This design comes from an exercise in tuning for small area, a short achievable clock period and few clock cycles per item on the open sky130 flow, not from production work.
Function was checked by simulation only, so behaviour that the tests miss may differ from the original.
Power is estimated from default activity; no workload was simulated.

--- flow/config.mk ---
export PLATFORM = sky130hd
export DESIGN_NAME = fft_stage_engine
export DESIGN_NICKNAME = fft_stage_engine
export VERILOG_FILES = /design/flow/design.v
export SDC_FILE = /design/flow/constraint.sdc
export NUM_CORES = 4
export LEC_CHECK = 0
export CAP_MARGIN = 20
export CORE_MARGIN = 2
export CORE_UTILIZATION = 50
export CTS_CLUSTER_DIAMETER = 60
export CTS_CLUSTER_SIZE = 30
export SETUP_SLACK_MARGIN = 3.3
export SLEW_MARGIN = 20
--- flow/constraint.sdc ---
create_clock -name core_clock -period 5.5 [get_ports {clk}]
set_input_delay 1.1000 -clock core_clock [delete_from_list [all_inputs] [get_ports {clk}]]
set_output_delay 1.1000 -clock core_clock [all_outputs]
set_load 0.01 [all_outputs]
--- flow/design.v ---
package fft_pkg;
    localparam int unsigned MAX_IDX_W = 16;
endpackage
module fft_bfly2 #(
    parameter int unsigned DW = 16
) (
    input  logic [2*DW-1:0]     a,
    input  logic [2*DW-1:0]     b,
    input  logic                ci,
    output logic [2*(DW+1)-1:0] y
);
    localparam int unsigned W  = DW + 1;
    localparam int unsigned LV = $clog2(W);
    function automatic logic [W-1:0] addsub(input logic [W-1:0] x, input logic [W-1:0] z,
                                            input logic s);
        logic [W-1:0] p, g, p0, gn, pn;
        logic [W:0]   c;
        integer i, l;
        p0 = x ^ z;
        g  = x & z;
        p  = p0;
        g[0] = g[0] | (p[0] & s);
        for (l = 0; l < LV; l = l + 1) begin
            gn = g;
            pn = p;
            for (i = 0; i < W; i = i + 1) begin
                if (i >= (1 << l)) begin
                    gn[i] = g[i] | (p[i] & g[i - (1 << l)]);
                    pn[i] = p[i] & p[i - (1 << l)];
                end
            end
            g = gn;
            p = pn;
        end
        c[0] = s;
        for (i = 0; i < W; i = i + 1) c[i+1] = g[i];
        addsub = p0 ^ c[W-1:0];
    endfunction
    logic [W-1:0] ar, ai, br, bi;
    assign ar = {a[2*DW-1], a[2*DW-1:DW]};
    assign ai = {a[DW-1],   a[DW-1:0]};
    assign br = {b[2*DW-1], b[2*DW-1:DW]};
    assign bi = {b[DW-1],   b[DW-1:0]};
    assign y = {addsub(ar, br, ci), addsub(ai, bi, ci)};
endmodule
module fft_stage_engine #(
    parameter int unsigned N_PTS  = 32,
    parameter int unsigned N_BFLY = 4,
    parameter int unsigned DW     = 16
) (
    input  logic                 clk,
    input  logic                 reset,
    input  logic                 in_valid,
    output logic                 in_ready,
    input  logic [2*DW-1:0]      in_data,
    output logic                 out_valid,
    input  logic                 out_ready,
    output logic [2*(DW+1)-1:0]  out_data,
    output logic                 out_last,
    output logic                 busy,
    output logic                 done
);
    localparam int unsigned NS = 24;    
    localparam int unsigned AW = 5;    
    localparam int unsigned FW = 3;    
    localparam int unsigned NP = 6;    
    localparam int unsigned DB = 5;    
    localparam int unsigned OW = 2 * (DW + 1);
    function automatic logic [4:0] wslot_next(input logic [2:0] f, input logic [4:0] s);
        case ({f, s})
            8'd0: wslot_next = 5'd1;
            8'd1: wslot_next = 5'd2;
            8'd2: wslot_next = 5'd3;
            8'd3: wslot_next = 5'd4;
            8'd4: wslot_next = 5'd5;
            8'd5: wslot_next = 5'd6;
            8'd6: wslot_next = 5'd7;
            8'd7: wslot_next = 5'd8;
            8'd8: wslot_next = 5'd9;
            8'd9: wslot_next = 5'd10;
            8'd10: wslot_next = 5'd11;
            8'd11: wslot_next = 5'd12;
            8'd12: wslot_next = 5'd13;
            8'd13: wslot_next = 5'd14;
            8'd14: wslot_next = 5'd15;
            8'd15: wslot_next = 5'd16;
            8'd16: wslot_next = 5'd17;
            8'd17: wslot_next = 5'd18;
            8'd18: wslot_next = 5'd19;
            8'd19: wslot_next = 5'd20;
            8'd20: wslot_next = 5'd21;
            8'd21: wslot_next = 5'd22;
            8'd22: wslot_next = 5'd23;
            8'd23: wslot_next = 5'd0;
            8'd24: wslot_next = 5'd16;
            8'd25: wslot_next = 5'd8;
            8'd26: wslot_next = 5'd0;
            8'd27: wslot_next = 5'd4;
            8'd28: wslot_next = 5'd20;
            8'd29: wslot_next = 5'd12;
            8'd30: wslot_next = 5'd4;
            8'd31: wslot_next = 5'd2;
            8'd32: wslot_next = 5'd18;
            8'd33: wslot_next = 5'd10;
            8'd34: wslot_next = 5'd8;
            8'd35: wslot_next = 5'd6;
            8'd36: wslot_next = 5'd22;
            8'd37: wslot_next = 5'd14;
            8'd38: wslot_next = 5'd12;
            8'd39: wslot_next = 5'd1;
            8'd40: wslot_next = 5'd17;
            8'd41: wslot_next = 5'd9;
            8'd42: wslot_next = 5'd16;
            8'd43: wslot_next = 5'd5;
            8'd44: wslot_next = 5'd21;
            8'd45: wslot_next = 5'd13;
            8'd46: wslot_next = 5'd20;
            8'd47: wslot_next = 5'd3;
            8'd48: wslot_next = 5'd19;
            8'd49: wslot_next = 5'd11;
            8'd50: wslot_next = 5'd0;
            8'd51: wslot_next = 5'd7;
            8'd52: wslot_next = 5'd23;
            8'd53: wslot_next = 5'd15;
            8'd54: wslot_next = 5'd4;
            8'd55: wslot_next = 5'd2;
            8'd56: wslot_next = 5'd3;
            8'd57: wslot_next = 5'd1;
            8'd58: wslot_next = 5'd2;
            8'd59: wslot_next = 5'd6;
            8'd60: wslot_next = 5'd7;
            8'd61: wslot_next = 5'd5;
            8'd62: wslot_next = 5'd6;
            8'd63: wslot_next = 5'd10;
            8'd64: wslot_next = 5'd11;
            8'd65: wslot_next = 5'd9;
            8'd66: wslot_next = 5'd1;
            8'd67: wslot_next = 5'd14;
            8'd68: wslot_next = 5'd15;
            8'd69: wslot_next = 5'd13;
            8'd70: wslot_next = 5'd5;
            8'd71: wslot_next = 5'd18;
            8'd72: wslot_next = 5'd19;
            8'd73: wslot_next = 5'd17;
            8'd74: wslot_next = 5'd3;
            8'd75: wslot_next = 5'd22;
            8'd76: wslot_next = 5'd23;
            8'd77: wslot_next = 5'd21;
            8'd78: wslot_next = 5'd7;
            8'd79: wslot_next = 5'd8;
            8'd80: wslot_next = 5'd0;
            8'd81: wslot_next = 5'd16;
            8'd82: wslot_next = 5'd2;
            8'd83: wslot_next = 5'd12;
            8'd84: wslot_next = 5'd4;
            8'd85: wslot_next = 5'd20;
            8'd86: wslot_next = 5'd6;
            8'd87: wslot_next = 5'd10;
            8'd88: wslot_next = 5'd8;
            8'd89: wslot_next = 5'd18;
            8'd90: wslot_next = 5'd10;
            8'd91: wslot_next = 5'd14;
            8'd92: wslot_next = 5'd12;
            8'd93: wslot_next = 5'd22;
            8'd94: wslot_next = 5'd14;
            8'd95: wslot_next = 5'd9;
            8'd96: wslot_next = 5'd16;
            8'd97: wslot_next = 5'd17;
            8'd98: wslot_next = 5'd18;
            8'd99: wslot_next = 5'd13;
            8'd100: wslot_next = 5'd20;
            8'd101: wslot_next = 5'd21;
            8'd102: wslot_next = 5'd22;
            8'd103: wslot_next = 5'd11;
            8'd104: wslot_next = 5'd0;
            8'd105: wslot_next = 5'd19;
            8'd106: wslot_next = 5'd8;
            8'd107: wslot_next = 5'd15;
            8'd108: wslot_next = 5'd4;
            8'd109: wslot_next = 5'd23;
            8'd110: wslot_next = 5'd12;
            8'd111: wslot_next = 5'd1;
            8'd112: wslot_next = 5'd2;
            8'd113: wslot_next = 5'd3;
            8'd114: wslot_next = 5'd10;
            8'd115: wslot_next = 5'd5;
            8'd116: wslot_next = 5'd6;
            8'd117: wslot_next = 5'd7;
            8'd118: wslot_next = 5'd14;
            8'd119: wslot_next = 5'd9;
            8'd120: wslot_next = 5'd1;
            8'd121: wslot_next = 5'd11;
            8'd122: wslot_next = 5'd9;
            8'd123: wslot_next = 5'd13;
            8'd124: wslot_next = 5'd5;
            8'd125: wslot_next = 5'd15;
            8'd126: wslot_next = 5'd13;
            8'd127: wslot_next = 5'd17;
            8'd128: wslot_next = 5'd3;
            8'd129: wslot_next = 5'd19;
            8'd130: wslot_next = 5'd11;
            8'd131: wslot_next = 5'd21;
            8'd132: wslot_next = 5'd7;
            8'd133: wslot_next = 5'd23;
            8'd134: wslot_next = 5'd15;
            8'd135: wslot_next = 5'd16;
            8'd136: wslot_next = 5'd2;
            8'd137: wslot_next = 5'd0;
            8'd138: wslot_next = 5'd1;
            8'd139: wslot_next = 5'd20;
            8'd140: wslot_next = 5'd6;
            8'd141: wslot_next = 5'd4;
            8'd142: wslot_next = 5'd5;
            8'd143: wslot_next = 5'd18;
            8'd144: wslot_next = 5'd10;
            8'd145: wslot_next = 5'd8;
            8'd146: wslot_next = 5'd9;
            8'd147: wslot_next = 5'd22;
            8'd148: wslot_next = 5'd14;
            8'd149: wslot_next = 5'd12;
            8'd150: wslot_next = 5'd13;
            8'd151: wslot_next = 5'd17;
            8'd152: wslot_next = 5'd18;
            8'd153: wslot_next = 5'd16;
            8'd154: wslot_next = 5'd17;
            8'd155: wslot_next = 5'd21;
            8'd156: wslot_next = 5'd22;
            8'd157: wslot_next = 5'd20;
            8'd158: wslot_next = 5'd21;
            8'd159: wslot_next = 5'd19;
            8'd160: wslot_next = 5'd8;
            8'd161: wslot_next = 5'd0;
            8'd162: wslot_next = 5'd16;
            8'd163: wslot_next = 5'd23;
            8'd164: wslot_next = 5'd12;
            8'd165: wslot_next = 5'd4;
            8'd166: wslot_next = 5'd20;
            8'd167: wslot_next = 5'd3;
            8'd168: wslot_next = 5'd10;
            8'd169: wslot_next = 5'd2;
            8'd170: wslot_next = 5'd18;
            8'd171: wslot_next = 5'd7;
            8'd172: wslot_next = 5'd14;
            8'd173: wslot_next = 5'd6;
            8'd174: wslot_next = 5'd22;
            8'd175: wslot_next = 5'd11;
            8'd176: wslot_next = 5'd9;
            8'd177: wslot_next = 5'd1;
            8'd178: wslot_next = 5'd17;
            8'd179: wslot_next = 5'd15;
            8'd180: wslot_next = 5'd13;
            8'd181: wslot_next = 5'd5;
            8'd182: wslot_next = 5'd21;
            8'd183: wslot_next = 5'd19;
            8'd184: wslot_next = 5'd11;
            8'd185: wslot_next = 5'd3;
            8'd186: wslot_next = 5'd19;
            8'd187: wslot_next = 5'd23;
            8'd188: wslot_next = 5'd15;
            8'd189: wslot_next = 5'd7;
            8'd190: wslot_next = 5'd23;
            8'd191: wslot_next = 5'd0;
            default: wslot_next = 5'd0;
        endcase
    endfunction
    function automatic logic [4:0] rslot_next(input logic [2:0] f, input logic [4:0] s);
        case ({f, s})
            8'd0: rslot_next = 5'd16;
            8'd1: rslot_next = 5'd8;
            8'd2: rslot_next = 5'd0;
            8'd3: rslot_next = 5'd4;
            8'd4: rslot_next = 5'd20;
            8'd5: rslot_next = 5'd12;
            8'd6: rslot_next = 5'd4;
            8'd7: rslot_next = 5'd2;
            8'd8: rslot_next = 5'd18;
            8'd9: rslot_next = 5'd10;
            8'd10: rslot_next = 5'd8;
            8'd11: rslot_next = 5'd6;
            8'd12: rslot_next = 5'd22;
            8'd13: rslot_next = 5'd14;
            8'd14: rslot_next = 5'd12;
            8'd15: rslot_next = 5'd1;
            8'd16: rslot_next = 5'd17;
            8'd17: rslot_next = 5'd9;
            8'd18: rslot_next = 5'd16;
            8'd19: rslot_next = 5'd5;
            8'd20: rslot_next = 5'd21;
            8'd21: rslot_next = 5'd13;
            8'd22: rslot_next = 5'd20;
            8'd23: rslot_next = 5'd3;
            8'd24: rslot_next = 5'd19;
            8'd25: rslot_next = 5'd11;
            8'd26: rslot_next = 5'd0;
            8'd27: rslot_next = 5'd7;
            8'd28: rslot_next = 5'd23;
            8'd29: rslot_next = 5'd15;
            8'd30: rslot_next = 5'd4;
            8'd31: rslot_next = 5'd2;
            8'd32: rslot_next = 5'd3;
            8'd33: rslot_next = 5'd1;
            8'd34: rslot_next = 5'd2;
            8'd35: rslot_next = 5'd6;
            8'd36: rslot_next = 5'd7;
            8'd37: rslot_next = 5'd5;
            8'd38: rslot_next = 5'd6;
            8'd39: rslot_next = 5'd10;
            8'd40: rslot_next = 5'd11;
            8'd41: rslot_next = 5'd9;
            8'd42: rslot_next = 5'd1;
            8'd43: rslot_next = 5'd14;
            8'd44: rslot_next = 5'd15;
            8'd45: rslot_next = 5'd13;
            8'd46: rslot_next = 5'd5;
            8'd47: rslot_next = 5'd18;
            8'd48: rslot_next = 5'd19;
            8'd49: rslot_next = 5'd17;
            8'd50: rslot_next = 5'd3;
            8'd51: rslot_next = 5'd22;
            8'd52: rslot_next = 5'd23;
            8'd53: rslot_next = 5'd21;
            8'd54: rslot_next = 5'd7;
            8'd55: rslot_next = 5'd8;
            8'd56: rslot_next = 5'd0;
            8'd57: rslot_next = 5'd16;
            8'd58: rslot_next = 5'd2;
            8'd59: rslot_next = 5'd12;
            8'd60: rslot_next = 5'd4;
            8'd61: rslot_next = 5'd20;
            8'd62: rslot_next = 5'd6;
            8'd63: rslot_next = 5'd10;
            8'd64: rslot_next = 5'd8;
            8'd65: rslot_next = 5'd18;
            8'd66: rslot_next = 5'd10;
            8'd67: rslot_next = 5'd14;
            8'd68: rslot_next = 5'd12;
            8'd69: rslot_next = 5'd22;
            8'd70: rslot_next = 5'd14;
            8'd71: rslot_next = 5'd9;
            8'd72: rslot_next = 5'd16;
            8'd73: rslot_next = 5'd17;
            8'd74: rslot_next = 5'd18;
            8'd75: rslot_next = 5'd13;
            8'd76: rslot_next = 5'd20;
            8'd77: rslot_next = 5'd21;
            8'd78: rslot_next = 5'd22;
            8'd79: rslot_next = 5'd11;
            8'd80: rslot_next = 5'd0;
            8'd81: rslot_next = 5'd19;
            8'd82: rslot_next = 5'd8;
            8'd83: rslot_next = 5'd15;
            8'd84: rslot_next = 5'd4;
            8'd85: rslot_next = 5'd23;
            8'd86: rslot_next = 5'd12;
            8'd87: rslot_next = 5'd1;
            8'd88: rslot_next = 5'd2;
            8'd89: rslot_next = 5'd3;
            8'd90: rslot_next = 5'd10;
            8'd91: rslot_next = 5'd5;
            8'd92: rslot_next = 5'd6;
            8'd93: rslot_next = 5'd7;
            8'd94: rslot_next = 5'd14;
            8'd95: rslot_next = 5'd9;
            8'd96: rslot_next = 5'd1;
            8'd97: rslot_next = 5'd11;
            8'd98: rslot_next = 5'd9;
            8'd99: rslot_next = 5'd13;
            8'd100: rslot_next = 5'd5;
            8'd101: rslot_next = 5'd15;
            8'd102: rslot_next = 5'd13;
            8'd103: rslot_next = 5'd17;
            8'd104: rslot_next = 5'd3;
            8'd105: rslot_next = 5'd19;
            8'd106: rslot_next = 5'd11;
            8'd107: rslot_next = 5'd21;
            8'd108: rslot_next = 5'd7;
            8'd109: rslot_next = 5'd23;
            8'd110: rslot_next = 5'd15;
            8'd111: rslot_next = 5'd16;
            8'd112: rslot_next = 5'd2;
            8'd113: rslot_next = 5'd0;
            8'd114: rslot_next = 5'd1;
            8'd115: rslot_next = 5'd20;
            8'd116: rslot_next = 5'd6;
            8'd117: rslot_next = 5'd4;
            8'd118: rslot_next = 5'd5;
            8'd119: rslot_next = 5'd18;
            8'd120: rslot_next = 5'd10;
            8'd121: rslot_next = 5'd8;
            8'd122: rslot_next = 5'd9;
            8'd123: rslot_next = 5'd22;
            8'd124: rslot_next = 5'd14;
            8'd125: rslot_next = 5'd12;
            8'd126: rslot_next = 5'd13;
            8'd127: rslot_next = 5'd17;
            8'd128: rslot_next = 5'd18;
            8'd129: rslot_next = 5'd16;
            8'd130: rslot_next = 5'd17;
            8'd131: rslot_next = 5'd21;
            8'd132: rslot_next = 5'd22;
            8'd133: rslot_next = 5'd20;
            8'd134: rslot_next = 5'd21;
            8'd135: rslot_next = 5'd19;
            8'd136: rslot_next = 5'd8;
            8'd137: rslot_next = 5'd0;
            8'd138: rslot_next = 5'd16;
            8'd139: rslot_next = 5'd23;
            8'd140: rslot_next = 5'd12;
            8'd141: rslot_next = 5'd4;
            8'd142: rslot_next = 5'd20;
            8'd143: rslot_next = 5'd3;
            8'd144: rslot_next = 5'd10;
            8'd145: rslot_next = 5'd2;
            8'd146: rslot_next = 5'd18;
            8'd147: rslot_next = 5'd7;
            8'd148: rslot_next = 5'd14;
            8'd149: rslot_next = 5'd6;
            8'd150: rslot_next = 5'd22;
            8'd151: rslot_next = 5'd11;
            8'd152: rslot_next = 5'd9;
            8'd153: rslot_next = 5'd1;
            8'd154: rslot_next = 5'd17;
            8'd155: rslot_next = 5'd15;
            8'd156: rslot_next = 5'd13;
            8'd157: rslot_next = 5'd5;
            8'd158: rslot_next = 5'd21;
            8'd159: rslot_next = 5'd19;
            8'd160: rslot_next = 5'd11;
            8'd161: rslot_next = 5'd3;
            8'd162: rslot_next = 5'd19;
            8'd163: rslot_next = 5'd23;
            8'd164: rslot_next = 5'd15;
            8'd165: rslot_next = 5'd7;
            8'd166: rslot_next = 5'd23;
            8'd167: rslot_next = 5'd0;
            8'd168: rslot_next = 5'd1;
            8'd169: rslot_next = 5'd2;
            8'd170: rslot_next = 5'd3;
            8'd171: rslot_next = 5'd4;
            8'd172: rslot_next = 5'd5;
            8'd173: rslot_next = 5'd6;
            8'd174: rslot_next = 5'd7;
            8'd175: rslot_next = 5'd8;
            8'd176: rslot_next = 5'd9;
            8'd177: rslot_next = 5'd10;
            8'd178: rslot_next = 5'd11;
            8'd179: rslot_next = 5'd12;
            8'd180: rslot_next = 5'd13;
            8'd181: rslot_next = 5'd14;
            8'd182: rslot_next = 5'd15;
            8'd183: rslot_next = 5'd16;
            8'd184: rslot_next = 5'd17;
            8'd185: rslot_next = 5'd18;
            8'd186: rslot_next = 5'd19;
            8'd187: rslot_next = 5'd20;
            8'd188: rslot_next = 5'd21;
            8'd189: rslot_next = 5'd22;
            8'd190: rslot_next = 5'd23;
            8'd191: rslot_next = 5'd0;
            default: rslot_next = 5'd0;
        endcase
    endfunction
    function automatic logic [4:0] rslot_next2(input logic [2:0] f, input logic [4:0] s);
        case ({f, s})
            8'd0: rslot_next2 = 5'd8;
            8'd1: rslot_next2 = 5'd0;
            8'd2: rslot_next2 = 5'd4;
            8'd3: rslot_next2 = 5'd20;
            8'd4: rslot_next2 = 5'd12;
            8'd5: rslot_next2 = 5'd4;
            8'd6: rslot_next2 = 5'd2;
            8'd7: rslot_next2 = 5'd18;
            8'd8: rslot_next2 = 5'd10;
            8'd9: rslot_next2 = 5'd8;
            8'd10: rslot_next2 = 5'd6;
            8'd11: rslot_next2 = 5'd22;
            8'd12: rslot_next2 = 5'd14;
            8'd13: rslot_next2 = 5'd12;
            8'd14: rslot_next2 = 5'd1;
            8'd15: rslot_next2 = 5'd17;
            8'd16: rslot_next2 = 5'd9;
            8'd17: rslot_next2 = 5'd16;
            8'd18: rslot_next2 = 5'd5;
            8'd19: rslot_next2 = 5'd21;
            8'd20: rslot_next2 = 5'd13;
            8'd21: rslot_next2 = 5'd20;
            8'd22: rslot_next2 = 5'd3;
            8'd23: rslot_next2 = 5'd19;
            8'd24: rslot_next2 = 5'd11;
            8'd25: rslot_next2 = 5'd0;
            8'd26: rslot_next2 = 5'd7;
            8'd27: rslot_next2 = 5'd23;
            8'd28: rslot_next2 = 5'd15;
            8'd29: rslot_next2 = 5'd4;
            8'd30: rslot_next2 = 5'd2;
            8'd31: rslot_next2 = 5'd3;
            8'd32: rslot_next2 = 5'd1;
            8'd33: rslot_next2 = 5'd2;
            8'd34: rslot_next2 = 5'd6;
            8'd35: rslot_next2 = 5'd7;
            8'd36: rslot_next2 = 5'd5;
            8'd37: rslot_next2 = 5'd6;
            8'd38: rslot_next2 = 5'd10;
            8'd39: rslot_next2 = 5'd11;
            8'd40: rslot_next2 = 5'd9;
            8'd41: rslot_next2 = 5'd1;
            8'd42: rslot_next2 = 5'd14;
            8'd43: rslot_next2 = 5'd15;
            8'd44: rslot_next2 = 5'd13;
            8'd45: rslot_next2 = 5'd5;
            8'd46: rslot_next2 = 5'd18;
            8'd47: rslot_next2 = 5'd19;
            8'd48: rslot_next2 = 5'd17;
            8'd49: rslot_next2 = 5'd3;
            8'd50: rslot_next2 = 5'd22;
            8'd51: rslot_next2 = 5'd23;
            8'd52: rslot_next2 = 5'd21;
            8'd53: rslot_next2 = 5'd7;
            8'd54: rslot_next2 = 5'd8;
            8'd55: rslot_next2 = 5'd0;
            8'd56: rslot_next2 = 5'd16;
            8'd57: rslot_next2 = 5'd2;
            8'd58: rslot_next2 = 5'd12;
            8'd59: rslot_next2 = 5'd4;
            8'd60: rslot_next2 = 5'd20;
            8'd61: rslot_next2 = 5'd6;
            8'd62: rslot_next2 = 5'd10;
            8'd63: rslot_next2 = 5'd8;
            8'd64: rslot_next2 = 5'd18;
            8'd65: rslot_next2 = 5'd10;
            8'd66: rslot_next2 = 5'd14;
            8'd67: rslot_next2 = 5'd12;
            8'd68: rslot_next2 = 5'd22;
            8'd69: rslot_next2 = 5'd14;
            8'd70: rslot_next2 = 5'd9;
            8'd71: rslot_next2 = 5'd16;
            8'd72: rslot_next2 = 5'd17;
            8'd73: rslot_next2 = 5'd18;
            8'd74: rslot_next2 = 5'd13;
            8'd75: rslot_next2 = 5'd20;
            8'd76: rslot_next2 = 5'd21;
            8'd77: rslot_next2 = 5'd22;
            8'd78: rslot_next2 = 5'd11;
            8'd79: rslot_next2 = 5'd0;
            8'd80: rslot_next2 = 5'd19;
            8'd81: rslot_next2 = 5'd8;
            8'd82: rslot_next2 = 5'd15;
            8'd83: rslot_next2 = 5'd4;
            8'd84: rslot_next2 = 5'd23;
            8'd85: rslot_next2 = 5'd12;
            8'd86: rslot_next2 = 5'd1;
            8'd87: rslot_next2 = 5'd2;
            8'd88: rslot_next2 = 5'd3;
            8'd89: rslot_next2 = 5'd10;
            8'd90: rslot_next2 = 5'd5;
            8'd91: rslot_next2 = 5'd6;
            8'd92: rslot_next2 = 5'd7;
            8'd93: rslot_next2 = 5'd14;
            8'd94: rslot_next2 = 5'd9;
            8'd95: rslot_next2 = 5'd1;
            8'd96: rslot_next2 = 5'd11;
            8'd97: rslot_next2 = 5'd9;
            8'd98: rslot_next2 = 5'd13;
            8'd99: rslot_next2 = 5'd5;
            8'd100: rslot_next2 = 5'd15;
            8'd101: rslot_next2 = 5'd13;
            8'd102: rslot_next2 = 5'd17;
            8'd103: rslot_next2 = 5'd3;
            8'd104: rslot_next2 = 5'd19;
            8'd105: rslot_next2 = 5'd11;
            8'd106: rslot_next2 = 5'd21;
            8'd107: rslot_next2 = 5'd7;
            8'd108: rslot_next2 = 5'd23;
            8'd109: rslot_next2 = 5'd15;
            8'd110: rslot_next2 = 5'd16;
            8'd111: rslot_next2 = 5'd2;
            8'd112: rslot_next2 = 5'd0;
            8'd113: rslot_next2 = 5'd1;
            8'd114: rslot_next2 = 5'd20;
            8'd115: rslot_next2 = 5'd6;
            8'd116: rslot_next2 = 5'd4;
            8'd117: rslot_next2 = 5'd5;
            8'd118: rslot_next2 = 5'd18;
            8'd119: rslot_next2 = 5'd10;
            8'd120: rslot_next2 = 5'd8;
            8'd121: rslot_next2 = 5'd9;
            8'd122: rslot_next2 = 5'd22;
            8'd123: rslot_next2 = 5'd14;
            8'd124: rslot_next2 = 5'd12;
            8'd125: rslot_next2 = 5'd13;
            8'd126: rslot_next2 = 5'd17;
            8'd127: rslot_next2 = 5'd18;
            8'd128: rslot_next2 = 5'd16;
            8'd129: rslot_next2 = 5'd17;
            8'd130: rslot_next2 = 5'd21;
            8'd131: rslot_next2 = 5'd22;
            8'd132: rslot_next2 = 5'd20;
            8'd133: rslot_next2 = 5'd21;
            8'd134: rslot_next2 = 5'd19;
            8'd135: rslot_next2 = 5'd8;
            8'd136: rslot_next2 = 5'd0;
            8'd137: rslot_next2 = 5'd16;
            8'd138: rslot_next2 = 5'd23;
            8'd139: rslot_next2 = 5'd12;
            8'd140: rslot_next2 = 5'd4;
            8'd141: rslot_next2 = 5'd20;
            8'd142: rslot_next2 = 5'd3;
            8'd143: rslot_next2 = 5'd10;
            8'd144: rslot_next2 = 5'd2;
            8'd145: rslot_next2 = 5'd18;
            8'd146: rslot_next2 = 5'd7;
            8'd147: rslot_next2 = 5'd14;
            8'd148: rslot_next2 = 5'd6;
            8'd149: rslot_next2 = 5'd22;
            8'd150: rslot_next2 = 5'd11;
            8'd151: rslot_next2 = 5'd9;
            8'd152: rslot_next2 = 5'd1;
            8'd153: rslot_next2 = 5'd17;
            8'd154: rslot_next2 = 5'd15;
            8'd155: rslot_next2 = 5'd13;
            8'd156: rslot_next2 = 5'd5;
            8'd157: rslot_next2 = 5'd21;
            8'd158: rslot_next2 = 5'd19;
            8'd159: rslot_next2 = 5'd11;
            8'd160: rslot_next2 = 5'd3;
            8'd161: rslot_next2 = 5'd19;
            8'd162: rslot_next2 = 5'd23;
            8'd163: rslot_next2 = 5'd15;
            8'd164: rslot_next2 = 5'd7;
            8'd165: rslot_next2 = 5'd23;
            8'd166: rslot_next2 = 5'd0;
            8'd167: rslot_next2 = 5'd1;
            8'd168: rslot_next2 = 5'd2;
            8'd169: rslot_next2 = 5'd3;
            8'd170: rslot_next2 = 5'd4;
            8'd171: rslot_next2 = 5'd5;
            8'd172: rslot_next2 = 5'd6;
            8'd173: rslot_next2 = 5'd7;
            8'd174: rslot_next2 = 5'd8;
            8'd175: rslot_next2 = 5'd9;
            8'd176: rslot_next2 = 5'd10;
            8'd177: rslot_next2 = 5'd11;
            8'd178: rslot_next2 = 5'd12;
            8'd179: rslot_next2 = 5'd13;
            8'd180: rslot_next2 = 5'd14;
            8'd181: rslot_next2 = 5'd15;
            8'd182: rslot_next2 = 5'd16;
            8'd183: rslot_next2 = 5'd17;
            8'd184: rslot_next2 = 5'd18;
            8'd185: rslot_next2 = 5'd19;
            8'd186: rslot_next2 = 5'd20;
            8'd187: rslot_next2 = 5'd21;
            8'd188: rslot_next2 = 5'd22;
            8'd189: rslot_next2 = 5'd23;
            8'd190: rslot_next2 = 5'd0;
            8'd191: rslot_next2 = 5'd16;
            default: rslot_next2 = 5'd0;
        endcase
    endfunction
    function automatic logic [4:0] thr(input logic [4:0] s);
        case (s)
            5'd0: thr = 5'd1;
            5'd1: thr = 5'd16;
            5'd2: thr = 5'd7;
            5'd3: thr = 5'd22;
            5'd4: thr = 5'd1;
            5'd5: thr = 5'd16;
            5'd6: thr = 5'd7;
            5'd7: thr = 5'd22;
            5'd8: thr = 5'd0;
            5'd9: thr = 5'd10;
            5'd10: thr = 5'd1;
            5'd11: thr = 5'd16;
            5'd12: thr = 5'd0;
            5'd13: thr = 5'd10;
            5'd14: thr = 5'd1;
            5'd15: thr = 5'd16;
            5'd16: thr = 5'd0;
            5'd17: thr = 5'd1;
            5'd18: thr = 5'd0;
            5'd19: thr = 5'd7;
            5'd20: thr = 5'd0;
            5'd21: thr = 5'd1;
            5'd22: thr = 5'd0;
            5'd23: thr = 5'd7;
            5'd24: thr = 5'd0;
            5'd25: thr = 5'd0;
            5'd26: thr = 5'd0;
            5'd27: thr = 5'd1;
            5'd28: thr = 5'd0;
            5'd29: thr = 5'd0;
            5'd30: thr = 5'd0;
            5'd31: thr = 5'd1;
            default: thr = 5'd0;
        endcase
    endfunction
    function automatic logic [4:0] thr_next2(input logic [4:0] s);
        case (s)
            5'd0: thr_next2 = 5'd7;
            5'd1: thr_next2 = 5'd22;
            5'd2: thr_next2 = 5'd1;
            5'd3: thr_next2 = 5'd16;
            5'd4: thr_next2 = 5'd7;
            5'd5: thr_next2 = 5'd22;
            5'd6: thr_next2 = 5'd0;
            5'd7: thr_next2 = 5'd10;
            5'd8: thr_next2 = 5'd1;
            5'd9: thr_next2 = 5'd16;
            5'd10: thr_next2 = 5'd0;
            5'd11: thr_next2 = 5'd10;
            5'd12: thr_next2 = 5'd1;
            5'd13: thr_next2 = 5'd16;
            5'd14: thr_next2 = 5'd0;
            5'd15: thr_next2 = 5'd1;
            5'd16: thr_next2 = 5'd0;
            5'd17: thr_next2 = 5'd7;
            5'd18: thr_next2 = 5'd0;
            5'd19: thr_next2 = 5'd1;
            5'd20: thr_next2 = 5'd0;
            5'd21: thr_next2 = 5'd7;
            5'd22: thr_next2 = 5'd0;
            5'd23: thr_next2 = 5'd0;
            5'd24: thr_next2 = 5'd0;
            5'd25: thr_next2 = 5'd1;
            5'd26: thr_next2 = 5'd0;
            5'd27: thr_next2 = 5'd0;
            5'd28: thr_next2 = 5'd0;
            5'd29: thr_next2 = 5'd1;
            5'd30: thr_next2 = 5'd1;
            5'd31: thr_next2 = 5'd16;
            default: thr_next2 = 5'd0;
        endcase
    endfunction
    logic [FW-1:0] wf;
    logic [4:0]    ws;
    logic [AW-1:0] waddr;
    logic [FW-1:0] rf;
    logic [4:0]    rs;
    logic [NS-1:0] rsel;               
    logic [DB-1:0] d, dp, dm;
    logic          av;
    logic [1:0]    nfr, nfr_n;
    logic [2*DW-1:0] mem [NS];
    logic          wr_fire, rd_fire, pair_fire, out_load, out_fire;
    logic          in_last, out_done;
    logic          cv;                 
    logic          pv, pl;             
    logic          half;               
    logic [2*DW-1:0] rc, ra, rb;
    logic [OW-1:0] y_c;
    logic [2*DW-1:0] rdat;
    logic [AW-1:0]   rnext;
    always_comb begin
        rdat = '0;
        for (int i = 0; i < NS; i++) rdat = rdat | ({2*DW{rsel[i]}} & mem[i]);
    end
    logic [DB-1:0] th0, th1;
    logic          av_inc, av_dec, av_both, rdy_inc;
    assign av_inc  = dp >= th0;
    assign av_both = d >= th1;
    assign av_dec  = dm >= th1;
    assign rdy_inc = d < DB'(NS - 1);
    assign wr_fire   = in_valid && in_ready;
    assign out_load  = !out_valid || out_ready;
    assign out_fire  = out_valid && out_ready;
    assign pair_fire = rs[0] && (!pv || (half && out_load));
    assign rd_fire   = av && (!rs[0] || pair_fire);
    assign in_last   = wr_fire && (ws == 5'd31);
    assign out_done  = out_fire && out_last;
    always_comb begin
        nfr_n = nfr;
        if (in_last && !out_done) nfr_n = nfr + 1'b1;
        if (!in_last && out_done) nfr_n = nfr - 1'b1;
    end
    always_ff @(posedge clk) begin
        if (reset) begin
            wf        <= '0;
            ws        <= '0;
            waddr     <= '0;
            rf        <= '0;
            rs        <= '0;
            rsel      <= NS'(1) << 0;
            rnext     <= rslot_next(FW'(0), 5'd0);
            d         <= '0;
            dp        <= DB'(1);
            dm        <= '1;
            th0       <= thr(5'd0);
            th1       <= thr(5'd1);
            av        <= 1'b0;   
            nfr       <= '0;
            in_ready  <= 1'b1;
            pv        <= 1'b0;
            half      <= 1'b0;
            out_valid <= 1'b0;
            busy      <= 1'b0;
            done      <= 1'b0;
        end else begin
            if (wr_fire) begin
                if (ws == 5'd31) wf <= (wf == FW'(NP - 1)) ? '0 : wf + 1'b1;
                ws    <= ws + 1'b1;
                waddr <= wslot_next(wf, ws);
            end
            if (rd_fire) begin
                if (rs == 5'd31) rf <= (rf == FW'(NP - 1)) ? '0 : rf + 1'b1;
                rs    <= rs + 1'b1;
                for (int i = 0; i < NS; i++) rsel[i] <= (rnext == AW'(i));
                rnext <= rslot_next2(rf, rs);
                th0   <= th1;
                th1   <= thr_next2(rs);
            end
            if (wr_fire && !rd_fire) begin
                d  <= dp;
                dp <= dp + 1'b1;
                dm <= d;
            end
            if (!wr_fire && rd_fire) begin
                d  <= dm;
                dp <= d;
                dm <= dm - 1'b1;
            end
            if (rd_fire) av <= wr_fire ? av_both : av_dec;
            else if (wr_fire) av <= av_inc;
            in_ready <= rd_fire || (in_ready && (!in_valid || rdy_inc));
            if (rd_fire && rs[0])          pv <= 1'b1;
            else if (out_load && half)     pv <= 1'b0;
            if (rd_fire && rs[0])          half <= 1'b0;
            else if (out_load && pv)       half <= !half;
            if (out_load) out_valid <= pv;
            nfr  <= nfr_n;
            busy <= (nfr_n != 2'd0);
            done <= out_done;
        end
    end
    fft_bfly2 #(.DW(DW)) u_bfly (
        .a    (ra),
        .b    (rb),
        .ci   (half),
        .y    (y_c)
    );
    always_ff @(posedge clk) begin
        if (wr_fire) mem[waddr] <= in_data;
        if (rd_fire) begin
            if (rs[0]) begin
                ra <= rc;
                pl <= (rs == 5'd31);
            end else begin
                rc <= rdat;
            end
        end
        if (rd_fire && rs[0])            rb <= rdat;
        else if (out_load && pv && !half) rb <= ~rb;
        if (out_load) begin
            out_data <= y_c;
            out_last <= half && pl;
        end
    end
endmodule
--- flow/run.sh ---
#!/bin/bash
# synth_recipe.tcl (not shown) runs the flow's synth.tcl, then flattens the netlist and writes it again
# the make line also repeats each setting of config.mk as NAME=value (left out here)
make -C /OpenROAD-flow-scripts/flow DESIGN_CONFIG=/design/flow/config.mk WORK_HOME=/design/flow/orfs CLKGATE_MAP_FILE= SYNTH_SCRIPT=/design/flow/synth_recipe.tcl finish
==> results of run 1 <==
==> critical path: stages, from the launching register on <==
cell,delay [ns]
edfxtp_1,0.42
ha_1,0.39
o21a_1,0.23
o31a_1,0.15
o41a_1,0.38
o21ai_2,0.17
or4b_4,0.48
o311ai_2,0.09
==> worst paths after layout <==
kind,from,end,depth (start not counted)
setup / recovery,rb[18],out_data[26],7
hold / removal,rc[9],ra[9],0
setup reg to reg,rb[18],out_data[26],7
hold reg to reg,rc[9],ra[9],0
==> layout by cell type, fill, tap and decap left out, types with 23 or more instances in the layout <==
| cell type | instances |
|---|---|
| nor2_4 | 36 |
| nand4_1 | 101 |
| ha_1 | 57 |
| buf_2 | 39 |
| o211ai_1 | 23 |
| dfxtp_1 | 50 |
| a21oi_1 | 67 |
| o21ai_0 | 54 |
| clkdlybuf4s50_1 | 32 |
| nor3_1 | 33 |
| mux2i_1 | 45 |
| buf_4 | 124 |
| nand2_1 | 94 |
| nor2_1 | 78 |
| a22oi_1 | 378 |
| clkbuf_16 | 63 |
| buf_12 | 30 |
| edfxtp_1 | 900 |
| inv_1 | 62 |
==> metal layers <==
metal | share of wire [%] | global-route usage [%]
met5 | 0.011 | 0
met3 | 11 | 7.36
met4 | 2.9 | 8.38
met1 | 40 | 40.2
met2 | 47 | 46.7
==> synth_stat cells, drive strengths merged, types with 12 or more instances <==
| cell | instances |
|---|---|
| clkbuf | 132 |
| a21o | 18 |
| a22o | 15 |
| nor2 | 107 |
| xor2 | 12 |
| a21oi | 70 |
| nand3 | 24 |
| dfxtp | 84 |
| a211oi | 19 |
| nand2 | 99 |
| nand4 | 101 |
| ha | 70 |
| nor3 | 59 |
| edfxtp | 900 |
| a22oi | 386 |
| a31oi | 14 |
| xnor2 | 21 |
| mux2i | 46 |
| o211ai | 23 |
| nand2b | 17 |
| inv | 76 |
| o21ai | 66 |
| nor2b | 18 |
| buf | 32 |
==> registers in the layout, indices dropped and copies added (netlist names), 2 cells and up <==
signal	flops
rsel	24
rs	5
rb	32
mem	768
rf	3
waddr	5
rc	32
th1	5
dm	5
out_data	34
rnext	5
d	5
nfr	2
th0	5
wf	3
ws	5
ra	32
dp	5
==> power groups by stage <==
| stage | clock, W | sequential, W | combinational (W) |
|---|---|---|---|
| 6_report | 0.00526 | 0.00887 | 0.00255 |
| 5_1_grt | 0.00559 | 0.00890 | 0.00274 |
| 4_1_cts | 0.00532 | 0.00886 | 0.00238 |
| 3_5_place_dp | 0 | 0.00904 | 0.00208 |
| 3_3_place_gp | 0 | 0.00903 | 0.00204 |
| 2_1_floorplan | 0 | 0.00895 | 0.00126 |
==> metrics by stage <==
stage / worst slack, ns / instance area, µm² / std cells
finish: 3.00 / 45500 / 3814
global route: 2.87 / 45500 / 3814
CTS: 3.00 / 44900 / 3791
detailed placement: 1.24 / 41100 / 3563
global placement: 1.32 / 41100 / 3562
floorplan: 2.64 / 39300 / 2552
==> kinds of logic after synthesis <==
kind of cell	Yosys count	share of synthesized area [%]
compound gates	690	12.7
buf+inv	243	2.45
fa+ha+maj	74	2.46
simple gates	469	6.04
mux	59	1.73
flops	984	73.9
xor+xnor	33	0.744
==> timing repair <==
| action | 4_1_cts | 5_1_grt |
|---|---|---|
| pin swaps | 60 | 44 |
| gates cloned | 19 | 1 |
| gates resized for setup | 301 | 79 |
| setup endpoints to repair | 1005 | 278 |
| setup buffers | 94 | 20 |
==> cell type report <==
class | instances | area, µm² | share of cell area (%)
repair buffers | 254 | 2470 | 5.44
clock buffers | 65 | 1560 | 3.43
multi-input cells | 1339 | 10300 | 22.7
flip-flops and latches | 984 | 28800 | 63.2
diodes | 1 | 2.50 | 0.00550
clock inverters | 50 | 729 | 1.60
repair inverters | 2 | 13.8 | 0.0302
well taps | 1040 | 1300 | 2.86
inverters | 79 | 330 | 0.726
==> out/metrics.csv, run 1 <==
metric,value,unit
outcome,no timing/DRC/antenna violations,
total_power,0.0167,W
synth.cell_area,38900,µm²
dieWidth,283,µm
cts-root-buf,clkbuf_16,
path_max_fanout,5,
seq_power_share,53.2,%
synth_edf_count,900,
maxCapViolations,0,
worst_slew_pin_slew,1.08,ns
insertion_delay,0.71,ns
nets,2831,
p_leak,14.7,nW
ctsHtreeMaxLevel,2,
routedWlPerCell,30.8,µm
initial_core_util,50.3,%
cts_tree,yes,
synth_cell_types,76,
vias,24700,
gp_congestion,0.832,
synth_area_leader_cell,edfxtp_1,
grt_pass1_vias,23600,
firstDrtPassIters,6,
antenna_left,0,
clock_skew,0.0625,ns
die_h,283,µm
final_core_util,58.9,%
dp_hpwl,66900,µm
grt_pass1_wl,167000,µm
timing.hold.ws,0.423,ns
port-buffer-count,74,
maxSlewViolCount,0,
rows,102,
comb_power_share,15.3,%
slew_headroom,27.8,%
switching_share,27.9,%
antenna_found_initial,3,
route.detailed.drc,0,
arrival,3.02,ns
die-area,80000,µm²
syn_area_per_cell,15.2,µm²
grt_max_degree,46,
clk_pin_slew,0.09,ns
max_freq,401,MHz
num_io_pins,75,
syn_to_final_growth,17.1,%
core,77200,µm²
tritoncts_num_sinks,984,
async_flop_share,0,%
finalCritPeriodShare,45.4,%
overflow,0,
grt_util_all_layers,29.3,%
hold_viol,0,
setup_viol,0,
synth-seq-cells,984,
hold_path.class,reg2reg,
synth_top_flop_cell,edfxtp_1,
max-vdd-ir-drop,0.323,mV
synth_area_leaders,"edfxtp_1, a22oi_1, dfxtp_1, ha_1, nand4_1",
crit_required,6.03,ns
cp-end-kind,flip-flop,
drt_iter0_drc,3322,
drive_gt1_share,19.5,%
powerDensity,366,nW/µm²
clockPowerShare,31.5,%
cts_made_buffers,61,
nFillCells,5851,
r2r_slack,3.00,ns
synth_warnings,2,
synth_top_area_share,69.5,%
cts_hold_buffers,0,
crit_path_start_kind,flip-flop,
rsz0062_at_grt,true,
finalSetupTns,0,ns
seq_area_frac_synth,73.9,%
routed_via_density,6.48,
p_sw,0.00466,W
crit_type,reg2reg,
clk_path_buf_depth,3,
netlist_instances,2552,
wl,117000,µm
syn-num-nets,2662,
internal_power,0.0120,W
fin_crit,2.50,ns
Testbench counts, summed over its fixed seeds: cycles 6,344, frames 192.
==> run 2: changes to the inputs <==
--- a/flow/design.v
+++ b/flow/design.v
@@ -6,5 +6,5 @@
 ) (
     input  logic [2*DW-1:0]     a,
-    input  logic [2*DW-1:0]     b,
+    input  logic [2*DW-1:0]     p,
     input  logic                ci,
     output logic [2*(DW+1)-1:0] y
@@ -12,35 +12,34 @@
     localparam int unsigned W  = DW + 1;
     localparam int unsigned LV = $clog2(W);
-    function automatic logic [W-1:0] addsub(input logic [W-1:0] x, input logic [W-1:0] z,
-                                            input logic s);
-        logic [W-1:0] p, g, p0, gn, pn;
+    function automatic logic [W-1:0] addp(input logic [W-1:0] x, input logic [W-1:0] q,
+                                          input logic s);
+        logic [W-1:0] pp, g, gn, pn;
         logic [W:0]   c;
         integer i, l;
-        p0 = x ^ z;
-        g  = x & z;
-        p  = p0;
-        g[0] = g[0] | (p[0] & s);
+        pp = q;
+        g  = x & ~q;
+        g[0] = g[0] | (pp[0] & s);
         for (l = 0; l < LV; l = l + 1) begin
             gn = g;
-            pn = p;
+            pn = pp;
             for (i = 0; i < W; i = i + 1) begin
                 if (i >= (1 << l)) begin
-                    gn[i] = g[i] | (p[i] & g[i - (1 << l)]);
-                    pn[i] = p[i] & p[i - (1 << l)];
+                    gn[i] = g[i] | (pp[i] & g[i - (1 << l)]);
+                    pn[i] = pp[i] & pp[i - (1 << l)];
                 end
             end
-            g = gn;
-            p = pn;
+            g  = gn;
+            pp = pn;
         end
         c[0] = s;
         for (i = 0; i < W; i = i + 1) c[i+1] = g[i];
-        addsub = p0 ^ c[W-1:0];
+        addp = q ^ c[W-1:0];
     endfunction
-    logic [W-1:0] ar, ai, br, bi;
+    logic [W-1:0] ar, ai, pr, pi;
     assign ar = {a[2*DW-1], a[2*DW-1:DW]};
     assign ai = {a[DW-1],   a[DW-1:0]};
-    assign br = {b[2*DW-1], b[2*DW-1:DW]};
-    assign bi = {b[DW-1],   b[DW-1:0]};
-    assign y = {addsub(ar, br, ci), addsub(ai, bi, ci)};
+    assign pr = {p[2*DW-1], p[2*DW-1:DW]};
+    assign pi = {p[DW-1],   p[DW-1:0]};
+    assign y = {addp(ar, pr, ci), addp(ai, pi, ci)};
 endmodule
 module fft_stage_engine #(
@@ -747,5 +746,5 @@
     logic          pv, pl;             
     logic          half;               
-    logic [2*DW-1:0] rc, ra, rb;
+    logic [2*DW-1:0] rc, ra, rb;       
     logic [OW-1:0] y_c;
     logic [2*DW-1:0] rdat;
@@ -834,5 +833,5 @@
     fft_bfly2 #(.DW(DW)) u_bfly (
         .a    (ra),
-        .b    (rb),
+        .p    (rb),
         .ci   (half),
         .y    (y_c)
@@ -848,5 +847,5 @@
             end
         end
-        if (rd_fire && rs[0])            rb <= rdat;
+        if (rd_fire && rs[0])            rb <= rc ^ rdat;
         else if (out_load && pv && !half) rb <= ~rb;
         if (out_load) begin
==> out/metrics.csv, run 2 <==
metric,value,unit,change
outcome,no timing/DRC/antenna violations,,unchanged
crit_path_start,out_data[15],,was rb[18]
grt_pass1_vias,22900,,was 23600
initial_core_util,50.5,%,was 50.3%
regMostFlops,mem,,unchanged
firstDrtPassIters,5,,was 6
nets,2802,,was 2831
grt_max_degree,68,,was 46
slowest_delay,0.39,ns,was 0.48 ns
dpl-instance-area,40600,µm²,was 41100 µm²
cts_made_buffers,60,,was 61
drt_iter0_drc,3193,,was 3322
finalSetupTns,0,ns,unchanged
r2r-end,rnext[0],,was out_data[26]
antenna_cells,0,,was 1
max_freq,430,MHz,was 401 MHz
die_h,281,µm,was 283 µm
grt_pass1_wl,161000,µm,was 167000 µm
crit_required,4.40,ns,was 6.03 ns
seq_area_frac_synth,74.8,%,was 73.9%
cp_cell_sequence,buf_2,,was ha_1 -> o21a_1 -> o31a_1 -> o41a_1 -> o21ai_2 -> or4b_4 -> o311ai_2
synth_top_area_share,70.4,%,was 69.5%
routedWlPerCell,29.6,µm,was 30.8 µm
fin_area,45100,µm²,was 45500 µm²
synth_cell_types,72,,was 76
slew_headroom,19.4,%,was 27.8%
fin_crit,2.33,ns,was 2.50 ns
vias,24200,,was 24700
insertion_delay,0.69,ns,was 0.71 ns
async_flop_share,0,%,unchanged
max-vdd-ir-drop,0.263,mV,was 0.323 mV
powerDensity,392,nW/µm²,was 366 nW/µm²
arrival,1.23,ns,was 3.02 ns
r2r_slack,3.30,ns,was 3.00 ns
die-area,79000,µm²,was 80000 µm²
grt_util_all_layers,28.3,%,was 29.3%
path_max_fanout,1,,was 5
largest_register_ffs,768,,unchanged
maxCapViolations,0,,unchanged
gp_congestion,0.816,,was 0.832
cts_hold_buffers,0,,unchanged
dieWidth,281,µm,was 283 µm
final_cell_mix,"edfxtp_1, a22oi_1, nor2_1",,"was edfxtp_1, a22oi_1, buf_4"
crit_family,flip-flops,,was compound AO/OA/AOI/OAI gates
crit_cells,1,,was 7
crit_type,reg2out,,was reg2reg
synth_area_leader_cell,edfxtp_1,,unchanged
tritoncts_num_sinks,984,,unchanged
cts-root-buf,clkbuf_16,,unchanged
synth-seq-cells,984,,unchanged
synth_warnings,2,,unchanged
cp-end-kind,output port,,was flip-flop
r2r_start,rs[1],,was rb[18]
num_io_pins,75,,unchanged
synth.top_cells.by_count,"edfxtp_1, a22oi_1, nor2_1",,"was edfxtp_1, a22oi_1, clkbuf_1"
dp_cells,3538,,was 3563
clk_pin_slew,0.10,ns,was 0.09 ns
synth_area_leaders,"edfxtp_1, a22oi_1, dfxtp_1, nor2_1, nand4_1",,"was edfxtp_1, a22oi_1, dfxtp_1, ha_1, nand4_1"
path_buf_inv,1,,was 0
worst_slew_pin_slew,1.20,ns,was 1.08 ns
core,75900,µm²,was 77200 µm²
antenna_found_initial,0,,was 3
netlist_instances,2541,,was 2552
syn_to_final_growth,17.5,%,was 17.1%
hold_viol,0,,unchanged
setup_viol,0,,unchanged
drive_gt1_share,20.0,%,was 19.5%
overflow,0,,unchanged
hold_path.class,reg2reg,,unchanged
synth.cell_area,38400,µm²,was 38900 µm²
synth_edf_count,900,,unchanged
routed_via_density,6.35,,was 6.48
rows,101,,was 102
dp_hpwl,62700,µm,was 66900 µm
wl,113000,µm,was 117000 µm
p_leak,14.4,nW,was 14.7 nW
stdcell_count,3808,,was 3814
mostFrequentLayoutCell,edfxtp_1,,unchanged
reg_top3,"mem x768, out_data x34",,unchanged
antenna_left,0,,unchanged
syn_area_per_cell,15.1,µm²,was 15.2 µm²
crit_path_start_kind,flip-flop,,unchanged
cts_tree,yes,,unchanged
rsz0062_at_grt,true,,unchanged
syn-num-nets,2617,,was 2662
yosys.cell_count.top_type,edfxtp_1,,unchanged
ctsHtreeMaxLevel,2,,unchanged
clk_path_buf_depth,3,,unchanged
maxSlewViolCount,0,,unchanged
hold_path_depth,2,,was 0
final_core_util,59.4,%,was 58.9%
finalCritPeriodShare,42.3,%,was 45.4%
crit_path_top_delay_cell,edfxtp_1,,was or4b_4
port-buffer-count,74,,unchanged
rr_worst_depth,10,,was 7
synth_top_flop_cell,edfxtp_1,,unchanged
clock_skew,0.0470,ns,was 0.0625 ns
route.detailed.drc,0,,unchanged
crit_end,out_data[15],,was out_data[26]
## run 2: timing repair
item	4_1_cts	5_1_grt
gates resized for setup	316	88
endpoints found under the setup margin	1003	231
cloned	8	2
pin swaps	63	37
setup buffers	105	41
## run 2: through the flow
stage                     hold WS [ns]  setup WS [ns]  power (W)
after detailed placement         0.456           1.53     0.0120
final                            0.463           3.17     0.0177
after CTS                        0.468           3.15     0.0176
after global routing             0.482           3.13     0.0183
after floorplan                  0.436           2.56     0.0109
after global placement           0.445           1.53     0.0120
## run 2: area by class of cell
cell class                 count  area, µm²
fill                        5762      30900
sequential                   984      28800
multi-input combinational   1349       9690
timing repair buffer         285       2800
clock buffer                  62       1530
tap                         1030       1290
clock inverter                52        767
inverter                      43        188
timing repair inverter         3       18.8
## run 2: kinds of logic (layout without fill, tap and decap cells)
family | Yosys count | after routing | synth area share, %
and+or+nand+nor | 512 | 514 | 6.37
muxes | 31 | 31 | 0.877
DFF | 984 | 984 | 74.8
xor gates and xnor gates | 73 | 73 | 1.67
buffers and inverters | 211 | 445 | 2.12
adders and majority gates | 41 | 41 | 1.33
AOI/OAI and AO/OA | 689 | 690 | 12.8
## run 2: worst min-delay path by stage
stage           start  endpoint
2_1_floorplan  th0[1]    th0[1]
3_3_place_gp   th0[4]    th0[4]
3_5_place_dp    rc[4]     ra[4]
4_1_cts        th0[2]    th0[2]
5_1_grt         rc[1]     ra[1]
6_report       th0[2]    th0[2]
## run 2: routing by layer
layer	vias to the layer above	track usage (%)	share of wire, %	wire [µm]
li1	10400	-	-	-
met1	12300	40.4	41	45700
met2	1265	45.9	48	53700
met3	168	4.43	9.3	10500
met4	0	6.88	2.5	2780
met5	-	0	0	0
## run 2: report_power, final
part           internal, W  switching, W
logic              0.00133       0.00195
registers          0.00878      0.000334
clock network      0.00234       0.00294
total               0.0124       0.00522
Testbench counts of run 2, summed over its fixed seeds: cycles 6,344, frames 192.

## afterwards: timing with drivers on the ports
The results above use ideal ports. As a check the final layouts listed here were re-extracted and re-timed, cells and wires unchanged.
Step 1: set_driving_cell puts a clkbuf_16 on clk and a buf_2 on each other input, an assumption about the parent block.
Step 2 adds t to the input delays and takes it off the output delays; t is the mean of the earliest and latest rising clock arrival at the registers after step 1. Input paths then give back, and output paths get back, about the clock's delay inside the block.
Slacks: no drivers / after step 1 / after step 2; pairs: no drivers / after step 1.
run	t, ns	setup slack, ns	slew at the worst register clock pin (ns)	worst slew at a driven data input, ns	cell pins on the clock port's net
run 1	0.746	3.004 / 3.004 / 2.618	0.10 / 0.10	0.08	1
run 2	0.736	3.173 / 3.108 / 2.625	0.11 / 0.11	0.10	1
After both steps setup and hold are still met in every run listed. The setup slack of run 2, which loses most, moves by -0.065 ns with the drivers and by -0.548 ns with both steps.
